Background: an optimization exercise with open tools, aiming at small area and a short achievable clock period. Do not read the settings as production practice.
Only simulation tests tie the RTL to the original design; equivalence was not proved.
Power figures rest on the tool's default switching activity, not on a simulated workload.

==> flow/design.v <==
package qspi_mem_pkg;
    typedef logic [7:0] data_byte_t;    
    typedef logic [3:0] nibble_t;       
    typedef logic [23:0] bus_addr_t;    
    typedef enum logic [1:0] {
        PHASE_CMD,
        PHASE_RECEIVE,
        PHASE_DUMMY,
        PHASE_SEND
    } phy_phase_e;
    typedef enum logic [1:0] {
        CTRL_IDLE,     
        CTRL_ADDR,     
        CTRL_WRITE,
        CTRL_READ
    } ctrl_state_e;
    typedef struct packed {
        data_byte_t data;
        logic       is_cmd;       
        logic       read_req;     
    } rx_byte_t;
endpackage
module byte_ram #(
    parameter int mem_depth = 256,
    localparam int addr_w = $clog2(mem_depth)
) (
    input  logic              clk,
    input  logic              we,
    input  logic              re,
    input  logic [addr_w-1:0] addr,
    input  qspi_mem_pkg::data_byte_t        wdata,
    output qspi_mem_pkg::data_byte_t        rdata
);
    qspi_mem_pkg::data_byte_t mem [mem_depth];
    always_ff @(posedge clk) begin
        if (we) begin
            mem[addr] <= wdata;
        end
        if (re) begin
            rdata <= mem[addr];     
        end
    end
endmodule
module qspi_phy (
    input  logic       clk,
    input  logic       qspi_reset,
    input  logic       qspi_clk,
    input  logic       qspi_ncs,
    input  qspi_mem_pkg::nibble_t    io_in,
    output qspi_mem_pkg::nibble_t    io_out,
    output logic       io_oe,
    input  qspi_mem_pkg::data_byte_t tx_byte,
    output qspi_mem_pkg::rx_byte_t   rx_byte,
    output logic       rx_strobe,
    output logic       start,
    output logic       tx_req
);
    qspi_mem_pkg::phy_phase_e phase;
    logic       phase_rst;
    logic [2:0] cnt;
    logic       read_cmd;
    qspi_mem_pkg::nibble_t    upper_nibble;
    logic       rx_done;
    logic       rx_toggle;
    logic       tx_load;
    logic       tx_sw;
    logic       tx_toggle;
    qspi_mem_pkg::data_byte_t tx_data;
    logic [2:0] ncs_sync;
    logic [2:0] rx_sync;
    logic [2:0] tx_sync;
    logic [2:0] sck_sync;
    logic [1:0] cs_sync;
    qspi_mem_pkg::nibble_t    io_sync0;
    qspi_mem_pkg::nibble_t    io_sync1;
    logic       sck_rise;
    logic       sck_fall;
    qspi_mem_pkg::nibble_t    io_s;
    always_ff @(posedge clk or posedge qspi_reset) begin
        if (qspi_reset) begin
            sck_sync <= 3'b000;
            cs_sync  <= 2'b11;
        end else begin
            sck_sync <= {sck_sync[1:0], qspi_clk};
            cs_sync  <= {cs_sync[0], qspi_ncs};
        end
    end
    always_ff @(posedge clk) begin
        io_sync0 <= io_in;
        io_sync1 <= io_sync0;
    end
    assign sck_rise  = sck_sync[1] && !sck_sync[2];
    assign sck_fall  = !sck_sync[1] && sck_sync[2];
    assign io_s      = io_sync1;
    assign phase_rst = cs_sync[1];     
    assign rx_done = cnt[0] && (phase == qspi_mem_pkg::PHASE_CMD || phase == qspi_mem_pkg::PHASE_RECEIVE);
    assign tx_load = (phase == qspi_mem_pkg::PHASE_SEND) && !tx_sw;
    always_ff @(posedge clk or posedge qspi_reset) begin
        if (qspi_reset) begin
            phase    <= qspi_mem_pkg::PHASE_CMD;
            cnt      <= 3'd0;
            read_cmd <= 1'b0;
        end else if (phase_rst) begin
            phase    <= qspi_mem_pkg::PHASE_CMD;
            cnt      <= 3'd0;
            read_cmd <= 1'b0;
        end else if (sck_rise) begin
            cnt <= cnt + 3'd1;
            case (phase)
                qspi_mem_pkg::PHASE_CMD: begin
                    if (cnt == 3'd1) begin
                        read_cmd <= !io_s[0];     
                        phase    <= qspi_mem_pkg::PHASE_RECEIVE;
                    end
                end
                qspi_mem_pkg::PHASE_RECEIVE: begin
                    if (read_cmd && cnt == 3'd7) begin
                        phase <= qspi_mem_pkg::PHASE_DUMMY;
                    end
                end
                qspi_mem_pkg::PHASE_DUMMY: begin
                    if (cnt == 3'd3) begin
                        phase <= qspi_mem_pkg::PHASE_SEND;
                    end
                end
                default: ;
            endcase
        end
    end
    always_ff @(posedge clk) begin
        if (sck_rise) begin
            if (!cnt[0]) begin
                upper_nibble <= io_s;     
            end
            if (rx_done) begin
                rx_byte.data     <= {upper_nibble, io_s};
                rx_byte.is_cmd   <= (phase == qspi_mem_pkg::PHASE_CMD);
                rx_byte.read_req <= !io_s[0];
            end
        end
    end
    always_ff @(posedge clk or posedge qspi_reset) begin
        if (qspi_reset) begin
            rx_toggle <= 1'b0;
        end else if (sck_rise && rx_done && !phase_rst) begin
            rx_toggle <= !rx_toggle;
        end
    end
    always_ff @(posedge clk or posedge qspi_reset) begin
        if (qspi_reset) begin
            tx_sw <= 1'b0;
        end else if (phase_rst) begin
            tx_sw <= 1'b0;
        end else if (sck_fall) begin
            tx_sw <= tx_load;     
        end
    end
    always_ff @(posedge clk) begin
        if (sck_fall && tx_load && !phase_rst) begin
            tx_data <= tx_byte;
        end
    end
    always_ff @(posedge clk or posedge qspi_reset) begin
        if (qspi_reset) begin
            tx_toggle <= 1'b0;
        end else if (sck_fall && tx_load && !phase_rst) begin
            tx_toggle <= !tx_toggle;
        end
    end
    assign io_oe = (phase == qspi_mem_pkg::PHASE_SEND);
    assign io_out = tx_sw ? tx_data[7:4] : tx_data[3:0];
    always_ff @(posedge clk or posedge qspi_reset) begin
        if (qspi_reset) begin
            ncs_sync  <= 3'b111;
            rx_sync   <= 3'b000;
            tx_sync   <= 3'b000;
            start     <= 1'b0;
            rx_strobe <= 1'b0;
            tx_req    <= 1'b0;
        end else begin
            ncs_sync  <= {ncs_sync[1:0], qspi_ncs};
            rx_sync   <= {rx_sync[1:0], rx_toggle};
            tx_sync   <= {tx_sync[1:0], tx_toggle};
            start     <= ncs_sync[2] && !ncs_sync[1];     
            rx_strobe <= rx_sync[2] ^ rx_sync[1];
            tx_req    <= tx_sync[2] ^ tx_sync[1];
        end
    end
endmodule
module qspi_mem_ctrl #(
    parameter int mem_depth = 256,
    localparam int addr_w = $clog2(mem_depth)
) (
    input  logic              clk,
    input  logic              qspi_reset,
    input  qspi_mem_pkg::rx_byte_t          rx_byte,
    input  logic              rx_strobe,
    input  logic              start,
    input  logic              tx_req,
    output qspi_mem_pkg::data_byte_t        tx_byte,
    output logic              mem_we,
    output logic              mem_re,
    output logic [addr_w-1:0] mem_addr,
    output qspi_mem_pkg::data_byte_t        mem_wdata,
    input  qspi_mem_pkg::data_byte_t        mem_rdata
);
    qspi_mem_pkg::ctrl_state_e state;
    logic [1:0]  addr_bytes;     
    logic [15:0] addr_hi;
    qspi_mem_pkg::bus_addr_t   next_addr;
    logic        read_cmd;
    logic        fetch_q;        
    assign next_addr = {addr_hi, rx_byte.data};
    always_ff @(posedge clk or posedge qspi_reset) begin
        if (qspi_reset) begin
            state      <= qspi_mem_pkg::CTRL_IDLE;
            addr_bytes <= 2'd0;
            read_cmd   <= 1'b0;
            mem_addr   <= '0;
            mem_we     <= 1'b0;
            mem_re     <= 1'b0;
            fetch_q    <= 1'b0;
        end else begin
            mem_we  <= 1'b0;
            mem_re  <= 1'b0;
            fetch_q <= mem_re;
            if (mem_we) begin
                mem_addr <= mem_addr + 1'b1;     
            end
            if (start) begin
                state <= qspi_mem_pkg::CTRL_IDLE;
            end else begin
                case (state)
                    qspi_mem_pkg::CTRL_IDLE: begin
                        if (rx_strobe && rx_byte.is_cmd) begin
                            read_cmd   <= rx_byte.read_req;
                            addr_bytes <= 2'd0;
                            state      <= qspi_mem_pkg::CTRL_ADDR;
                        end
                    end
                    qspi_mem_pkg::CTRL_ADDR: begin
                        if (rx_strobe) begin
                            addr_bytes <= addr_bytes + 2'd1;
                            if (addr_bytes == 2'd2) begin
                                mem_addr <= next_addr[addr_w-1:0];
                                if (read_cmd) begin
                                    mem_re <= 1'b1;     
                                    state  <= qspi_mem_pkg::CTRL_READ;
                                end else begin
                                    state <= qspi_mem_pkg::CTRL_WRITE;
                                end
                            end
                        end
                    end
                    qspi_mem_pkg::CTRL_WRITE: begin
                        if (rx_strobe) begin
                            mem_we <= 1'b1;
                        end
                    end
                    qspi_mem_pkg::CTRL_READ: begin
                        if (tx_req) begin
                            mem_addr <= mem_addr + 1'b1;
                            mem_re   <= 1'b1;
                        end
                    end
                    default: state <= qspi_mem_pkg::CTRL_IDLE;
                endcase
            end
        end
    end
    always_ff @(posedge clk) begin
        if (state == qspi_mem_pkg::CTRL_ADDR && rx_strobe) begin
            addr_hi <= next_addr[15:0];
        end
        if (state == qspi_mem_pkg::CTRL_WRITE && rx_strobe) begin
            mem_wdata <= rx_byte.data;
        end
        if (fetch_q) begin
            tx_byte <= mem_rdata;
        end
    end
endmodule
module qspi_mem_top #(
    parameter int mem_depth = 256
) (
    input  logic    clk,
    input  logic    qspi_reset,
    input  logic    qspi_clk,
    input  logic    qspi_ncs,
    input  qspi_mem_pkg::nibble_t io_in,
    output qspi_mem_pkg::nibble_t io_out,
    output logic    io_oe
);
    localparam int addr_w = $clog2(mem_depth);
    qspi_mem_pkg::rx_byte_t          rx_byte;
    logic              rx_strobe;
    logic              start;
    logic              tx_req;
    qspi_mem_pkg::data_byte_t        tx_byte;
    logic              mem_we;
    logic              mem_re;
    logic [addr_w-1:0] mem_addr;
    qspi_mem_pkg::data_byte_t        mem_wdata;
    qspi_mem_pkg::data_byte_t        mem_rdata;
    qspi_phy phy_i (
        .clk        (clk),
        .qspi_reset (qspi_reset),
        .qspi_clk   (qspi_clk),
        .qspi_ncs   (qspi_ncs),
        .io_in      (io_in),
        .io_out     (io_out),
        .io_oe      (io_oe),
        .tx_byte    (tx_byte),
        .rx_byte    (rx_byte),
        .rx_strobe  (rx_strobe),
        .start      (start),
        .tx_req     (tx_req)
    );
    qspi_mem_ctrl #(
        .mem_depth (mem_depth)
    ) ctrl_i (
        .clk        (clk),
        .qspi_reset (qspi_reset),
        .rx_byte    (rx_byte),
        .rx_strobe  (rx_strobe),
        .start      (start),
        .tx_req     (tx_req),
        .tx_byte    (tx_byte),
        .mem_we     (mem_we),
        .mem_re     (mem_re),
        .mem_addr   (mem_addr),
        .mem_wdata  (mem_wdata),
        .mem_rdata  (mem_rdata)
    );
    byte_ram #(
        .mem_depth (mem_depth)
    ) ram_i (
        .clk   (clk),
        .we    (mem_we),
        .re    (mem_re),
        .addr  (mem_addr),
        .wdata (mem_wdata),
        .rdata (mem_rdata)
    );
endmodule
==> flow/run.sh <==
#!/bin/bash
# synth_recipe.tcl (not shown) runs the flow's synth.tcl, then flattens the netlist and writes it again
# the make line also repeats each setting of config.mk as NAME=value (left out here)
make -C /OpenROAD-flow-scripts/flow DESIGN_CONFIG=/design/flow/config.mk WORK_HOME=/design/flow/orfs CLKGATE_MAP_FILE= SYNTH_SCRIPT=/design/flow/synth_recipe.tcl finish
==> flow/config.mk <==
export PLATFORM = sky130hd
export DESIGN_NAME = qspi_mem_top
export DESIGN_NICKNAME = qspi_mem_top
export VERILOG_FILES = /design/flow/design.v
export SDC_FILE = /design/flow/constraint.sdc
export NUM_CORES = 4
export LEC_CHECK = 0
export CAP_MARGIN = 20
export CORE_MARGIN = 2
export CORE_UTILIZATION = 40
export SLEW_MARGIN = 20
==> flow/constraint.sdc <==
create_clock -name core_clock -period 4.0 [get_ports {clk}]
set_input_delay 0.8000 -clock core_clock [delete_from_list [all_inputs] [get_ports {clk}]]
set_output_delay 0.8000 -clock core_clock [all_outputs]
set_load 0.01 [all_outputs]
==> run notes <==
result of the run=timing/DRC/antenna clean; number of design-rule violations left by the first detailed-router iteration=4,917; number of clock sinks=2,142; Nets=4,097; number of H-tree levels=4; most frequent cells after synthesis=edfxtp_1 (2,094), mux4_2 (508), a22oi_1 (263), nor2_1 (254), clkbuf_1 (141); worst-path maximum fanout=31; total clock buffers created by CTS=207; HPWL after detailed placement=118 mm; number of hold buffers added after CTS=0; share of synthesized area spent on multiplexers=14.2%; number of enable-type register cells in the synthesized netlist=2,094; FFs w/ async S/R, synth=1.87%; Post-Place Cells=6,537; setup repair after global routing missed its margin=no; number of rows created at floorplan=165; fraction of final layout cells sized beyond drive strength 1=27.5%; instance area after placement=0.0873 sq mm; CP bufs+invs=4; start point of the worst hold path=phy_i.io_sync0[0]; worst-path cell with the longest stage delay=o41ai_1; quantity of I/O buffers inserted on ports=12; library cell occupying the most area in the post-synthesis netlist=edfxtp_1; cell types with the largest area share after synthesis=edfxtp_1 (77%), mux4_2 (14%), a22oi_1 (2.4%); worst slack on hold paths=0.330 ns; average cell area after synthesis=21.8 sq um; Total GRT Usage=18.9%; launching instance or port of the critical path=ctrl_i.mem_addr[0]; Layout Cell Area excl Fill=0.0938 sq mm; count of mapped cells out of synthesis=3,758; slowest cell delay on critical path=0.69 ns; detail-routed via count per cell=5.73; Syn Std Cell Area=0.0818 sq mm; slew of the pin with the lowest slew margin=1.26 ns; vias=39,619; required time of the critical path=4.56 ns; Initial Util=40.3%; kind of cell adding the most delay to the critical path=compound AO/OA/AOI/OAI gates; Unique masters post-synth=40; parity-gate share of the synthesized area counting xor and xnor cells=0.182%; # Max-Cap Violations=0; fraction of the mapped netlist area in compound gates=3.73%; count of non-filler cells in the finished layout=6,918; worst-case headroom to the max-slew limit=16.3%; maximum VDD drop=501 uV; via count of the first global-routing pass=40,024; data arrival time at the worst-slack endpoint=4.27 ns; nature of the critical path endpoint=flip-flop; type of element launching the critical path=flip-flop; startpoint of the worst-slack reg-to-reg timing path=ctrl_i.mem_addr[0]; number of placed I/O pins=13; router iterations before antenna repair=5; count of synthesis-stage warnings from yosys=3; antenna diode instance count=0; most common flop cell mapped by yosys=edfxtp_1; part of the Yosys area used for sequential elements=78.3%; Fmax=269 MHz; Routed Antenna Nets=0; fraction of the mapped netlist area in simple logic gates=1.91%; final weighted congestion in routability-driven placement=0.804; per-cell routed wire length=28.8 microns; initial antenna violation count=4; class of the most critical setup path=reg2reg; P per Cell Area=615 mW/mm^2; overall die area=0.208 sq mm; GRT Residual Overflow=0; maximum number of pins on one net before global-route repair=189; post-detailed-routing wire length=199 mm; detailed-route DRC error count=0; TNS Setup=0 ns; most frequent cell after synthesis=edfxtp_1; clock transition at the registers of the reported paths=0.07 ns; die height=456 microns; TritonCTS clock tree=built; fin crit share=92.9%; combinational family with the most area after synthesis=multiplexers; post-synthesis net count=3,780; flip-flop and latch count after synthesis=2,142; Chip Width=456 microns; Worst Skew=0.0309 ns; core region area=0.203 sq mm; ordered cell list for the critical path=buf_12 > buf_12 > buf_12 > mux4_2 > a22oi_1 > a21oi_1 > o41ai_1 > buf_4 > nand4_1; Layout Area Growth over Synthesis=14.8%; CTS root buffer=clkbuf_16; maximum count of clock buffers along a single path=3; most used cell along the critical path=buf_12; worst hold-check path type=reg2reg; final number of setup-violating endpoints=0; share of the synthesized area in the top cell type=76.9%; adder-cell share of the synthesized area=0.214%; clock insertion delay at the later pin of the skew report=0.84 ns; P_leak=28.8 nW; final hold viol count=0; number of fillers in the final layout=16,703; Final Slew Violations=0; post-layout min period=3.71 ns; first-pass GRT wire length=287 mm
[cell type report]
| class | instances | area [sq um] | share of cell area [%] |
|---|---|---|---|
| multi-input cells | 1365 | 16700 | 17.8 |
| well taps | 2672 | 3340 | 3.56 |
| inverters | 11 | 41.3 | 0.0440 |
| clock buffers | 261 | 5490 | 5.85 |
| repair buffers | 348 | 3180 | 3.38 |
| clock inverters | 119 | 1030 | 1.09 |
| flip-flops and latches | 2142 | 64100 | 68.3 |
[worst reg2reg max path, cell delays in order (launching register included)]
cell and delay, ns:
dfrtp_4 0.51, buf_12 0.21, buf_12 0.23, buf_12 0.31, mux4_2 0.57, a22oi_1 0.32
a21oi_1 0.25, o41ai_1 0.69, buf_4 0.25, nand4_1 0.10
[final timing paths]
kind	end	slack [ns]	cells past startpoint
worst max-delay path	ram_i.rdata[7]	0.29	9
worst min-delay path	phy_i.io_sync1[0]	0.33	0
worst max register to register	ram_i.rdata[7]	0.29	9
worst min register to register	phy_i.io_sync1[0]	0.33	0
max in group asynchronous	ctrl_i.mem_addr[0]	3.20	3
min in group asynchronous	phy_i.sck_sync[2]	0.40	3
[layer usage]
metal,track usage [%],share of wire [%]
met1,26.5,41
met2,30.2,49
met3,3.56,7.6
met4,5.51,2.6
met5,0,0
[through the flow]
step	worst slack, ns	power, mW	util [%]
finish	0.286	57.7	46.3
floorplan	-0.0457	34.5	-
CTS	0.0443	58.2	46.3
detailed placement	0.0489	39.4	43.0
global placement	-0.00898	39.4	43.0
global route	0.125	59.8	46.3
[where the power goes]
group	leakage (nW)	switching [mW]	internal, mW	total, mW
clock network	3.20	8.29	10.7	18.9
logic	6.21	7.75	6.04	13.8
registers	19.4	0.223	24.8	25.0
total	28.8	16.3	41.5	57.7
[cells in the final DEF (no fill, tap or decap), types with 12 or more instances in the layout]
master and n:
nand3_2 14, a21oi_1 134, edfxtp_1 2094, and3_1 19, clkinv_1 49, o41ai_1 29, ha_1 14, clkbuf_1 48
clkbuf_16 211, a22oi_1 263, clkinv_2 42, mux4_2 508, dfrtp_1 35, clkdlybuf4s50_1 12, buf_12 41, nand2_1 27
buf_4 294, nor2_1 253, bufinv_16 15
[cells by family (layout without fill, tap and decap cells)]
kind of cell,after synthesis,after routing
AND/OR/NAND/NOR,365,365
XOR/XNOR,17,17
multiplexers,520,520
flip-flops,2142,2142
buffers and inverters,251,739
AO/OA/AOI/OAI,449,449
adder cells (fa/ha/maj),14,14
[state kept, by name, indices dropped and copies added, names as in the netlist, 8 cells and up]
name,flops
ctrl_i.tx_byte,8
ram_i.rdata,8
ram_i.mem,2048
phy_i.tx_data,8
ctrl_i.mem_addr,8
phy_i.rx_byte,10
ctrl_i.mem_wdata,8
[repair_timing]
action                     CTS  global route
hold endpoints to repair     0             0
setup endpoints to repair    0             1
buffers inserted             0             0
gates resized for setup      0             1

==> static timing again, ports no longer ideal <==
Ports are ideal in the flow. The routed layout listed here was re-timed in OpenROAD.
Step 1 assumes that a clkbuf_16 drives the clock port and a buf_2 every other input.
Step 2, shift: input delay + t, output delay - t, t = (earliest + latest rising clock arrival at the registers) / 2. This alone moves slack from input paths to output paths.
Slacks: ideal ports / drivers / drivers and shift; pairs: ideal ports / drivers.
t (ns): 0.911
setup WS [ns]: 0.286 / 0.286 / 0.286
worst register clock-pin slew, ns: 0.07 / 0.07
worst data-port slew with drivers (ns): 0.03
cell pins on the clock port's net: 1
After both steps this run still meets setup and hold. For this run, drivers alone change the setup slack by 0.000 ns; drivers and shift together by 0.000 ns.
